From an optimization exercise on the open Yosys and OpenROAD flow, aimed at small area; shortcuts taken in it are not production practice. RTL that was checked went through simulation tests only; none was proved equivalent to the original.

==> flow/design.v <==
package demosaic_frame_pkg;
    localparam int FRAME_WIDTH      = 16;    
    localparam int FRAME_HEIGHT     = 10;    
    localparam int MIN_HBLANK       = 4;     
    localparam int MIN_VBLANK_LINES = 3;     
    typedef enum logic [1:0] {
        RGGB = 2'd0,
        GRBG = 2'd1,
        GBRG = 2'd2,
        BGGR = 2'd3
    } bayer_pattern_e;
    localparam bayer_pattern_e BAYER_PATTERN = RGGB;
    localparam int WINDOW_LATENCY = 1;   
    localparam int PIPE_LATENCY   = 5;   
    typedef logic [$clog2(FRAME_HEIGHT + 2)-1:0] row_cnt_t;   
    typedef logic [$clog2(FRAME_WIDTH + 2)-1:0]  col_cnt_t;   
    typedef logic [$clog2(FRAME_WIDTH)-1:0]      col_addr_t;  
endpackage
package demosaic_pixel_pkg;
    localparam int PIX_BITS = 8;
    typedef logic [PIX_BITS-1:0]    pix_t;
    typedef logic [PIX_BITS+1:0]    pix_sum_t;    
    typedef logic [4*PIX_BITS-1:0]  quad_pix_t;   
    typedef logic [25*PIX_BITS-1:0] window_t;     
    typedef enum logic [1:0] {
        SITE_R  = 2'd0,
        SITE_GR = 2'd1,    
        SITE_GB = 2'd2,    
        SITE_B  = 2'd3
    } site_e;
    function automatic logic [PIX_BITS-1:0] quad_pix(input quad_pix_t q, input integer k);
        quad_pix = q[k*PIX_BITS +: PIX_BITS];
    endfunction
    function automatic logic [PIX_BITS-1:0] avg2(input pix_t a, input pix_t b);
        pix_sum_t s;
        s = pix_sum_t'(a) + pix_sum_t'(b);
        avg2 = s[PIX_BITS:1];               
    endfunction
    function automatic logic [PIX_BITS-1:0] avg4(input quad_pix_t q);
        pix_sum_t s;
        s = pix_sum_t'(quad_pix(q, 0)) + pix_sum_t'(quad_pix(q, 1))
          + pix_sum_t'(quad_pix(q, 2)) + pix_sum_t'(quad_pix(q, 3));
        avg4 = s[PIX_BITS+1:2];             
    endfunction
endpackage
`timescale 1ns/1ps
module isp_demosaic (
    input  logic pclk,
    input  logic rst_n,
    input  logic in_vsync,
    input  logic in_href,
    input  demosaic_pixel_pkg::pix_t in_raw,
    output logic out_href,
    output logic out_vsync,
    output demosaic_pixel_pkg::pix_t out_r,
    output demosaic_pixel_pkg::pix_t out_g,
    output demosaic_pixel_pkg::pix_t out_b
);
localparam int D  = 5;     
localparam int SR = 48;    
localparam int GF = 9;     
function automatic logic [7:0] ginterp(input logic [7:0] l, input logic [7:0] r,
                                       input logic [7:0] u, input logic [7:0] d);
    logic [8:0] sh, sv, eh, ev, x, y;
    logic [7:0] dh, dv;
    logic [9:0] s4;
    logic       lt, gt;
    sh = {1'b0, l} + {1'b0, r};
    sv = {1'b0, u} + {1'b0, d};
    eh = {1'b0, l} - {1'b0, r};
    ev = {1'b0, u} - {1'b0, d};
    dh = eh[8] ? -eh[7:0] : eh[7:0];
    dv = ev[8] ? -ev[7:0] : ev[7:0];
    lt = dh < dv;
    gt = dv < dh;
    x  = gt ? sv : sh;             
    y  = lt ? sh : sv;
    s4 = {1'b0, x} + {1'b0, y};
    ginterp = s4[9:2];
endfunction
function automatic logic [7:0] clamp_diff(input logic [7:0] g, input logic [7:0] c, input logic [7:0] m);
    logic [9:0] d;
    d = {2'b0, g} + {2'b0, c} - {2'b0, m};
    clamp_diff = d[9] ? 8'h00 : d[8] ? 8'hff : d[7:0];
endfunction
logic [7:0] raw_d [1:D];
logic [D:1] hr_d;
logic [D:1] vs_d;
always_ff @(posedge pclk) begin
    raw_d[1] <= in_raw;
    for (int k = 2; k <= D; k++)
        raw_d[k] <= raw_d[k-1];
    hr_d <= {hr_d[D-1:1], in_href};
end
always_ff @(posedge pclk or negedge rst_n) begin
    if (!rst_n) begin
        vs_d      <= '0;
        out_vsync <= 1'b0;
    end else begin
        vs_d      <= {vs_d[D-1:1], in_vsync};
        out_vsync <= vs_d[D];
    end
end
logic       vsi, hri;
logic [7:0] rawi;
assign vsi  = vs_d[D];
assign hri  = hr_d[D];
assign rawi = raw_d[D];
logic       active;
logic [3:0] row_cnt;     
logic [4:0] col_cnt;     
logic       flush_row, line_end, slot, shift;
assign flush_row = row_cnt[3] & row_cnt[1];           
assign line_end  = col_cnt[4] & col_cnt[0];           
assign slot      = active & (hri | col_cnt[4] | flush_row);
assign shift     = slot & ~col_cnt[4];
logic       mcol;        
always_ff @(posedge pclk or negedge rst_n) begin
    if (!rst_n) begin
        active  <= 1'b0;
        row_cnt <= '0;
        col_cnt <= '0;
        mcol    <= 1'b0;
    end else if (vsi) begin
        active  <= 1'b1;
        row_cnt <= '0;
        col_cnt <= '0;
        mcol    <= 1'b0;
    end else if (slot) begin
        mcol <= mcol ^ ~line_end;
        if (line_end) begin
            col_cnt <= '0;
            if (row_cnt == 4'd11) begin
                row_cnt <= '0;
                active  <= 1'b0;
            end else
                row_cnt <= row_cnt + 1'b1;
        end else
            col_cnt <= col_cnt + 1'b1;
    end
end
logic [7:0] sr [1:SR];
logic [7:0] tap [0:SR];
always_ff @(posedge pclk) begin
    if (shift) begin
        sr[1] <= rawi;
        for (int k = 2; k <= SR; k++)
            sr[k] <= sr[k-1];
    end
end
always_comb begin
    tap[0] = rawi;
    for (int k = 1; k <= SR; k++)
        tap[k] = sr[k];
end
logic [7:0] up [1:4];
always_ff @(posedge pclk) begin
    up[1] <= tap[48];
    for (int k = 2; k <= 4; k++)
        up[k] <= up[k-1];
end
logic [7:0] g_in [4];
logic [7:0] g_new, g_top;
logic [7:0] gf [1:GF];    
logic       gf_shift;
logic [8:0] v0, v1, v2, v3;   
always_comb begin
    if (mcol) begin       
        g_in[0] = tap[34]; g_in[1] = tap[32]; g_in[2] = up[1];   g_in[3] = tap[17];
    end else begin        
        g_in[0] = tap[18]; g_in[1] = tap[16]; g_in[2] = tap[33]; g_in[3] = tap[1];
    end
    g_new = ginterp(g_in[0], g_in[1], g_in[2], g_in[3]);
    g_top = gf[GF];
    v0    = mcol ? {1'b0, g_new} : {1'b0, g_new} + {1'b0, g_top};
end
assign gf_shift = (shift & mcol) | (slot & col_cnt[4] & ~col_cnt[0] & row_cnt[0]);
always_ff @(posedge pclk) begin
    if (gf_shift) begin
        gf[1] <= g_new;
        for (int k = 2; k <= GF; k++)
            gf[k] <= gf[k-1];
    end
end
always_ff @(posedge pclk) begin
    v1 <= v0;
    v2 <= v1;
    v3 <= v2;
end
logic       valid, border;
logic [1:0] site;         
logic       valid1, border1;
logic [1:0] site1;
logic [7:0] rawc1;
assign valid  = slot & (row_cnt >= 4'd2) & (col_cnt >= 5'd2);
assign border = (row_cnt < 4'd4) | flush_row | (col_cnt < 5'd4) | col_cnt[4];
assign site   = {row_cnt[0], col_cnt[0]};
always_ff @(posedge pclk or negedge rst_n) begin
    if (!rst_n)
        valid1 <= 1'b0;
    else
        valid1 <= valid;
end
always_ff @(posedge pclk) begin
    border1 <= border;
    site1   <= site;
    rawc1   <= line_end ? tap[33] : tap[34];    
end
logic       cgreen;
logic [7:0] g_c, c1_avg, c2_avg, m1, m2;
logic [9:0] w;
logic [7:0] ch1, ch2;
assign cgreen = site1[0] ^ site1[1];
always_comb begin
    logic [9:0] s4;
    logic [8:0] s2, s2v;
    w   = {1'b0, v1} + {1'b0, v3};
    s2  = {1'b0, tap[36]} + {1'b0, tap[34]};                                       
    s4  = {2'b0, up[4]} + {2'b0, up[2]} + {2'b0, tap[20]} + {2'b0, tap[18]};       
    s2v = {1'b0, up[3]} + {1'b0, tap[19]};                                         
    if (cgreen) begin
        g_c    = rawc1;
        c1_avg = s2[8:1];
        m1     = w[8:1];
    end else begin
        g_c    = v2[7:0];
        c1_avg = s4[9:2];
        m1     = w[9:2];
    end
    c2_avg = s2v[8:1];
    m2     = v2[8:1];
    ch1    = clamp_diff(g_c, c1_avg, m1);
    ch2    = clamp_diff(rawc1, c2_avg, m2);
end
assign out_href = valid1;
always_comb begin
    if (!valid1) begin
        out_r = '0;
        out_g = '0;
        out_b = '0;
    end else if (border1) begin
        out_r = rawc1;
        out_g = rawc1;
        out_b = rawc1;
    end else begin
        case (site1)
            2'd0: begin out_r = rawc1; out_g = g_c;   out_b = ch1;   end
            2'd1: begin out_r = ch1;   out_g = rawc1; out_b = ch2;   end
            2'd2: begin out_r = ch2;   out_g = rawc1; out_b = ch1;   end
            default: begin out_r = ch1; out_g = g_c;  out_b = rawc1; end
        endcase
    end
end
endmodule
export LEC_CHECK = 0
export CAP_MARGIN = 20
export CORE_MARGIN = 2
export CORE_UTILIZATION = 40
export CTS_BUF_LIST = sky130_fd_sc_hd__clkbuf_16
export CTS_CLUSTER_DIAMETER = 100
export CTS_CLUSTER_SIZE = 30
export SLEW_MARGIN = 20
create_clock -name core_clock -period 8.0 [get_ports {pclk}]
run.sh (not shown) runs the stock make flow with config.mk's settings and CLKGATE_MAP_FILE= SYNTH_SCRIPT=/design/flow/synth_recipe.tcl, a recipe that flattens the netlist after the stock synthesis.
Then changed:
--- a/flow/design.v
+++ b/flow/design.v
@@ -54,11 +54,11 @@
     output logic out_vsync,
     output demosaic_pixel_pkg::pix_t out_r,
     output demosaic_pixel_pkg::pix_t out_g,
     output demosaic_pixel_pkg::pix_t out_b
 );
-localparam int D  = 5;     
+localparam int D  = 4;     
 localparam int SR = 48;    
 localparam int GF = 9;     
 function automatic logic [7:0] ginterp(input logic [7:0] l, input logic [7:0] r,
                                        input logic [7:0] u, input logic [7:0] d);
     logic [8:0] sh, sv, eh, ev, x, y;
@@ -83,11 +83,11 @@
     d = {2'b0, g} + {2'b0, c} - {2'b0, m};
     clamp_diff = d[9] ? 8'h00 : d[8] ? 8'hff : d[7:0];
 endfunction
 logic [7:0] raw_d [1:D];
 logic [D:1] hr_d;
-logic [D:1] vs_d;
+logic [5:1] vs_d;
 always_ff @(posedge pclk) begin
     raw_d[1] <= in_raw;
     for (int k = 2; k <= D; k++)
         raw_d[k] <= raw_d[k-1];
     hr_d <= {hr_d[D-1:1], in_href};
@@ -95,12 +95,12 @@
 always_ff @(posedge pclk or negedge rst_n) begin
     if (!rst_n) begin
         vs_d      <= '0;
         out_vsync <= 1'b0;
     end else begin
-        vs_d      <= {vs_d[D-1:1], in_vsync};
-        out_vsync <= vs_d[D];
+        vs_d      <= {vs_d[4:1], in_vsync};
+        out_vsync <= vs_d[5];
     end
 end
 logic       vsi, hri;
 logic [7:0] rawi;
 assign vsi  = vs_d[D];
@@ -230,25 +230,32 @@
     c2_avg = s2v[8:1];
     m2     = v2[8:1];
     ch1    = clamp_diff(g_c, c1_avg, m1);
     ch2    = clamp_diff(rawc1, c2_avg, m2);
 end
-assign out_href = valid1;
-always_comb begin
-    if (!valid1) begin
-        out_r = '0;
-        out_g = '0;
-        out_b = '0;
-    end else if (border1) begin
-        out_r = rawc1;
-        out_g = rawc1;
-        out_b = rawc1;
+always_ff @(posedge pclk or negedge rst_n) begin
+    if (!rst_n) begin
+        out_href <= 1'b0;
+        out_r    <= '0;
+        out_g    <= '0;
+        out_b    <= '0;
     end else begin
-        case (site1)
-            2'd0: begin out_r = rawc1; out_g = g_c;   out_b = ch1;   end
-            2'd1: begin out_r = ch1;   out_g = rawc1; out_b = ch2;   end
-            2'd2: begin out_r = ch2;   out_g = rawc1; out_b = ch1;   end
-            default: begin out_r = ch1; out_g = g_c;  out_b = rawc1; end
-        endcase
+        out_href <= valid1;
+        if (!valid1) begin
+            out_r <= '0;
+            out_g <= '0;
+            out_b <= '0;
+        end else if (border1) begin
+            out_r <= rawc1;
+            out_g <= rawc1;
+            out_b <= rawc1;
+        end else begin
+            case (site1)
+                2'd0: begin out_r <= rawc1; out_g <= g_c;   out_b <= ch1;   end
+                2'd1: begin out_r <= ch1;   out_g <= rawc1; out_b <= ch2;   end
+                2'd2: begin out_r <= ch2;   out_g <= rawc1; out_b <= ch1;   end
+                default: begin out_r <= ch1; out_g <= g_c;  out_b <= rawc1; end
+            endcase
+        end
     end
 end
 endmodule
=> Design area rises by 1.6%. Sequential share of layout area rises by 0.67 points. Fmax rises by 3.4%. Core utilization falls by 0.80 points. Flip-flop and latch count rises by 16. Clock skew stays flat. Count of clock-buffer cells in the layout rises by 1. Global-route usage stays flat. Area after synthesis rises by 2.4%. First-iteration DRC count rises by about 4%.
No functional check of the RTL was part of the first run of this note.

-- re-timing with driven ports --
The flow's constraints put no driver on any port. The routed layouts listed below were extracted and timed again, unchanged, in two steps.
Step 1 assumes that a clkbuf_16 drives the clock port and a buf_2 every other input.
Step 2 moves the port delays by t, midway between the first and last clock arrival at a register: inputs arrive t later, outputs are due t later. That takes back most of the time a late clock gives input paths.
a / b / c = no drivers / after step 1 / after step 2; a / b = the first two.
run | t, ns | setup slack, ns | latest minus earliest clock arrival (ns) | pins driven straight from the clock port
the first run | 0.627 | 0.266 / 0.212 / 0.587 | 0.030 / 0.029 | 1
the second run | 0.639 | 0.518 / 0.518 / 0.518 | 0.032 / 0.033 | 1
After both steps every run listed still meets setup and hold.
